What follows belongs to an exercise in optimizing a design on an open flow for small area; a production flow would make more cautious choices. The RTL was checked by simulation tests, not by an equivalence proof against the original design. Power is estimated from default activity; no workload was simulated.

violet:
## mem_gate_top
module mem_gate_top (
  input  wire               clk,
  input  wire               rst,
  input  logic [163:0]      req_i,          
  output logic [163:0]      req_o,          
  input  logic [73:0]       resp_i,         
  output logic [73:0]       resp_o,         
  input  logic              attr_we_i,      
  input  logic [mem_gate_pkg::PAGE_W-1:0] attr_page_i,
  input  logic [28:0]       attr_i          
);
  logic [mem_gate_pkg::PAGE_W-1:0] rd_page;
  mem_gate_pkg::page_attr_t        rd_attr;
  mem_gate_pkg::bus_req_t          req_q;
  logic                            pass;
  logic                            fail;
  page_attr_table u_table (
    .clk         (clk),
    .rst         (rst),
    .attr_we_i   (attr_we_i),
    .attr_page_i (attr_page_i),
    .attr_i      (attr_i),
    .rd_page_i   (rd_page),
    .rd_attr_o   (rd_attr)
  );
  access_check u_check (
    .clk       (clk),
    .rst       (rst),
    .req_i     (req_i),
    .rd_page_o (rd_page),
    .rd_attr_i (rd_attr),
    .req_o     (req_o),
    .req_q_o   (req_q),
    .pass_o    (pass),
    .fail_o    (fail)
  );
  tid_gate u_gate (
    .clk       (clk),
    .rst       (rst),
    .resp_i    (resp_i),
    .pass_i    (pass),
    .fail_i    (fail),
    .req_tid_i (req_q.tid),
    .req_adr_i (req_q.padr),
    .resp_o    (resp_o)
  );
endmodule
For scale: roughly 5700 cells after synthesis.
Settings: LEC_CHECK=0, CAP_MARGIN=20, CORE_MARGIN=2, CORE_UTILIZATION=50, PLACE_DENSITY=0.7, SLEW_MARGIN=20; clock period 5.0 ns.
standard.sh (not shown) runs the stock make flow with config.mk's settings and CLKGATE_MAP_FILE= SYNTH_SCRIPT=/design/flow/synth_recipe.tcl, a recipe that flattens the netlist after the stock synthesis.
==> flow/flow/run.sh <==
#!/bin/bash
set -euo pipefail
export BUFFER_PORTS_ARGS="-buffer_cell sky130_fd_sc_hd__buf_1"
export CTS_ARGS="-sink_clustering_enable -repair_clock_nets -dont_use_dummy_load -sink_clustering_size 32 -sink_clustering_max_diameter 72 -buf_list {sky130_fd_sc_hd__clkbuf_16}"
bash standard.sh > standard.log 2>&1
Here is what was changed in the inputs of maple compared with violet.
==> flow/flow/run.sh <==
#!/bin/bash
set -euo pipefail
export BUFFER_PORTS_ARGS="-buffer_cell sky130_fd_sc_hd__buf_1"
export CTS_ARGS="-sink_clustering_enable -repair_clock_nets -dont_use_dummy_load -sink_clustering_size 28 -sink_clustering_max_diameter 60 -buf_list {sky130_fd_sc_hd__clkbuf_16}"
bash standard.sh > standard.log 2>&1
-- flow/config.mk --
<<< violet, line 8
export CAP_MARGIN = 20
>>> maple, line 8
export CAP_MARGIN = 10
<<< violet, line 10
export CORE_UTILIZATION = 50
export PLACE_DENSITY = 0.7
export SLEW_MARGIN = 20
>>> maple, line 10
export CORE_UTILIZATION = 40
export PLACE_DENSITY = 0.6
export SLEW_MARGIN = 10
--- outcome ---
maple finished every stage; the final checks, however, were not passed, the failures being slew limit. Compared with violet, maple shows a setup slack that is 0.071 ns higher. Compared with violet, maple shows a final core area utilization that is 10 points lower. violet has higher sequential portion of the cell area than maple. maple reports a higher detailed-router iteration count before antenna repair than violet does. Diff violet -> maple: power drawn by the clock network grew by about 20%; first-pass GRT wire length now larger; mux cell area share after synthesis flat. Diff maple..violet | xor and xnor fraction of the mapped netlist area | unchanged. Looking at routed wire length, maple sits 15000 microns above violet. In maple, the met2 wirelength from detailed routing came out 7.3% above the value in violet.
The inputs of xenon differ from those of maple as listed below.
-- flow/config.mk --
<<< maple, line 11
>>> xenon, line 11
export GPL_TIMING_DRIVEN = 0
--- outcome ---
| xenon | all stages done | FAIL | capacitance limit, slew limit, setup timing |
Across both runs, transition time of the tightest slew-check pin was higher for xenon than for maple.
Max-cap check violation count ends up higher on xenon.
Against maple, xenon comes in 269 higher on buffer count excluding the clock tree in the final layout.
Run comparison: xenon worst setup path endpoint u_table.rd_attr_o[24]; maple worst setup path endpoint u_gate.resp_o[63]
Of xenon and maple, xenon shows the higher count of placed standard cells in the final layout, fillers left out, with maple below it.
Looking at startpoint of the most critical setup path, the req_i[51] result is from xenon; the u_gate.resp_q[67] one comes from maple.
The critical path class comes out in2reg in one run and reg2reg in the other, namely in xenon and maple respectively.
From xenon to maple, cell area after synthesis did not move at all.
On setup slack: between xenon and maple, it ends up lower for xenon.

========
mem_gate_top again, from the RTL that the note above started with.
clock: 5.0 ns
lec_check: 0
cap_margin: 20
core_margin: 2
core_utilization: 40
place_density: 0.6
slew_margin: 20
==> flow/flow/run.sh <==
#!/bin/bash
set -euo pipefail
export BUFFER_PORTS_ARGS="-buffer_cell sky130_fd_sc_hd__buf_1"
export CTS_ARGS="-sink_clustering_enable -repair_clock_nets -dont_use_dummy_load -sink_clustering_size 28 -sink_clustering_max_diameter 60 -buf_list {sky130_fd_sc_hd__clkbuf_16}"
bash standard.sh > standard.log 2>&1
The starting point passed the timing, design-rule and antenna checks.
==> next run, changes <==
==> flow/flow/run.sh (replaced) <==
#!/bin/bash
set -euo pipefail
export BUFFER_PORTS_ARGS="-buffer_cell sky130_fd_sc_hd__buf_1"
export CTS_ARGS="-sink_clustering_enable -repair_clock_nets -dont_use_dummy_load -sink_clustering_size 18 -sink_clustering_max_diameter 45 -sink_clustering_buffer sky130_fd_sc_hd__clkbuf_8 -buf_list {sky130_fd_sc_hd__clkbuf_8 sky130_fd_sc_hd__clkbuf_16}"
bash standard.sh > standard.log 2>&1
- CORE_UTILIZATION: 40 -> 50
- PLACE_DENSITY: 0.6 -> 0.7
Power decreases by a few percent.
Synthesized cell count stays the same.
Critical path depth stays the same.
Count of clock-buffer cells in the layout increases by 73.
Register-to-register slack gets worse by 50 ps.
Setup slack gets worse by 48 ps.
Combinational power decreases slightly.
Via count increases by a few percent.
Sequential power is about the same.
Clock skew increases by 8.3 ps.

========
Setup of nickel:
mem_gate_top again, from the RTL that the note above started with.
clock: 5.0 ns
lec_check: 0
cap_margin: 20
core_margin: 2
core_utilization: 56
place_density: 0.74
slew_margin: 20
==> flow/flow/run.sh <==
#!/bin/bash
set -euo pipefail
export BUFFER_PORTS_ARGS="-buffer_cell sky130_fd_sc_hd__buf_1"
export CTS_ARGS="-sink_clustering_enable -repair_clock_nets -dont_use_dummy_load -sink_clustering_size 18 -sink_clustering_max_diameter 45 -sink_clustering_buffer sky130_fd_sc_hd__clkbuf_8 -buf_list {sky130_fd_sc_hd__clkbuf_8 sky130_fd_sc_hd__clkbuf_16}"
bash standard.sh > standard.log 2>&1
nickel went all the way through the flow, and no timing, DRC or antenna check failed.
## Diff of input files: raven against nickel
Settings: a change of SLEW_MARGIN from 20 to 10; a change of PLACE_DENSITY from 0.74 to 0.6; a change of CORE_UTILIZATION from 56 to 40; a change of CAP_MARGIN from 20 to 10; an added GPL_TIMING_DRIVEN of 0.
==> flow/flow/run.sh <==
#!/bin/bash
set -euo pipefail
export REMOVE_ABC_BUFFERS=1
export BUFFER_PORTS_ARGS="-buffer_cell sky130_fd_sc_hd__buf_1"
export CTS_ARGS="-sink_clustering_enable -repair_clock_nets -dont_use_dummy_load -sink_clustering_size 28 -sink_clustering_max_diameter 60 -buf_list {sky130_fd_sc_hd__clkbuf_16}"
bash standard.sh > standard.log 2>&1
==> comparison <==
Compared with nickel, raven shows a lower largest driver fanout on the critical path.
raven vs nickel: total power up in raven
Side by side, met3 track demand over resource in global routing turned out lower in raven than in nickel.
Switching part of the total power delta (nickel -> raven): insignificant
Between raven and nickel, the area of the multi-input gates is higher for raven.
On sequential power, raven tracks nickel almost exactly.
Compared with nickel, raven ends up with more cell area.
Between raven and nickel, x dimension of the die is lower for nickel, raven comes in above that.

==> what the ideal ports hide <==
The flow's constraints put no driver on any port. The routed layouts listed below were extracted and timed again, unchanged, in two steps.
Step 1 assumes that a clkbuf_16 drives the clock port and a buf_2 every other input.
Step 2 also shifts input and output timing later by t, the mid clock arrival at the registers, as if the neighbouring blocks saw the same clock.
Three values: no drivers, after step 1, after step 2; two values: the first two.
run | t (ns) | setup slack, ns | worst hold slack (ns) | clock arrival spread, ns | cell pins on the clock port's net
violet | 0.891 | 0.785 / 0.785 / 0.285 | 0.238 / 0.170 / 0.291 | 0.093 / 0.093 | 1
maple | 0.923 | 0.856 / 0.856 / 0.243 | 0.230 / 0.161 / 0.309 | 0.122 / 0.122 | 1
xenon | 0.929 | -0.504 / -0.506 / -1.435 | 0.187 / 0.118 / 0.297 | 0.138 / 0.138 | 1
the first run of note 2 | 0.935 | 0.798 / 0.798 / 0.186 | 0.222 / 0.157 / 0.284 | 0.131 / 0.132 | 1
the second run of note 2 | 0.889 | 0.750 / 0.750 / 0.243 | 0.208 / 0.150 / 0.277 | 0.142 / 0.142 | 1
nickel | 0.899 | 0.849 / 0.849 / 0.347 | 0.230 / 0.167 / 0.292 | 0.176 / 0.176 | 1
raven | 0.910 | 0.158 / 0.158 / -0.354 | 0.198 / 0.132 / 0.250 | 0.170 / 0.169 | 1
Met with ideal ports but missed after step 2: setup timing in raven. For xenon, which loses most, drivers alone change the setup slack by -0.002 ns; drivers and shift together by -0.931 ns.
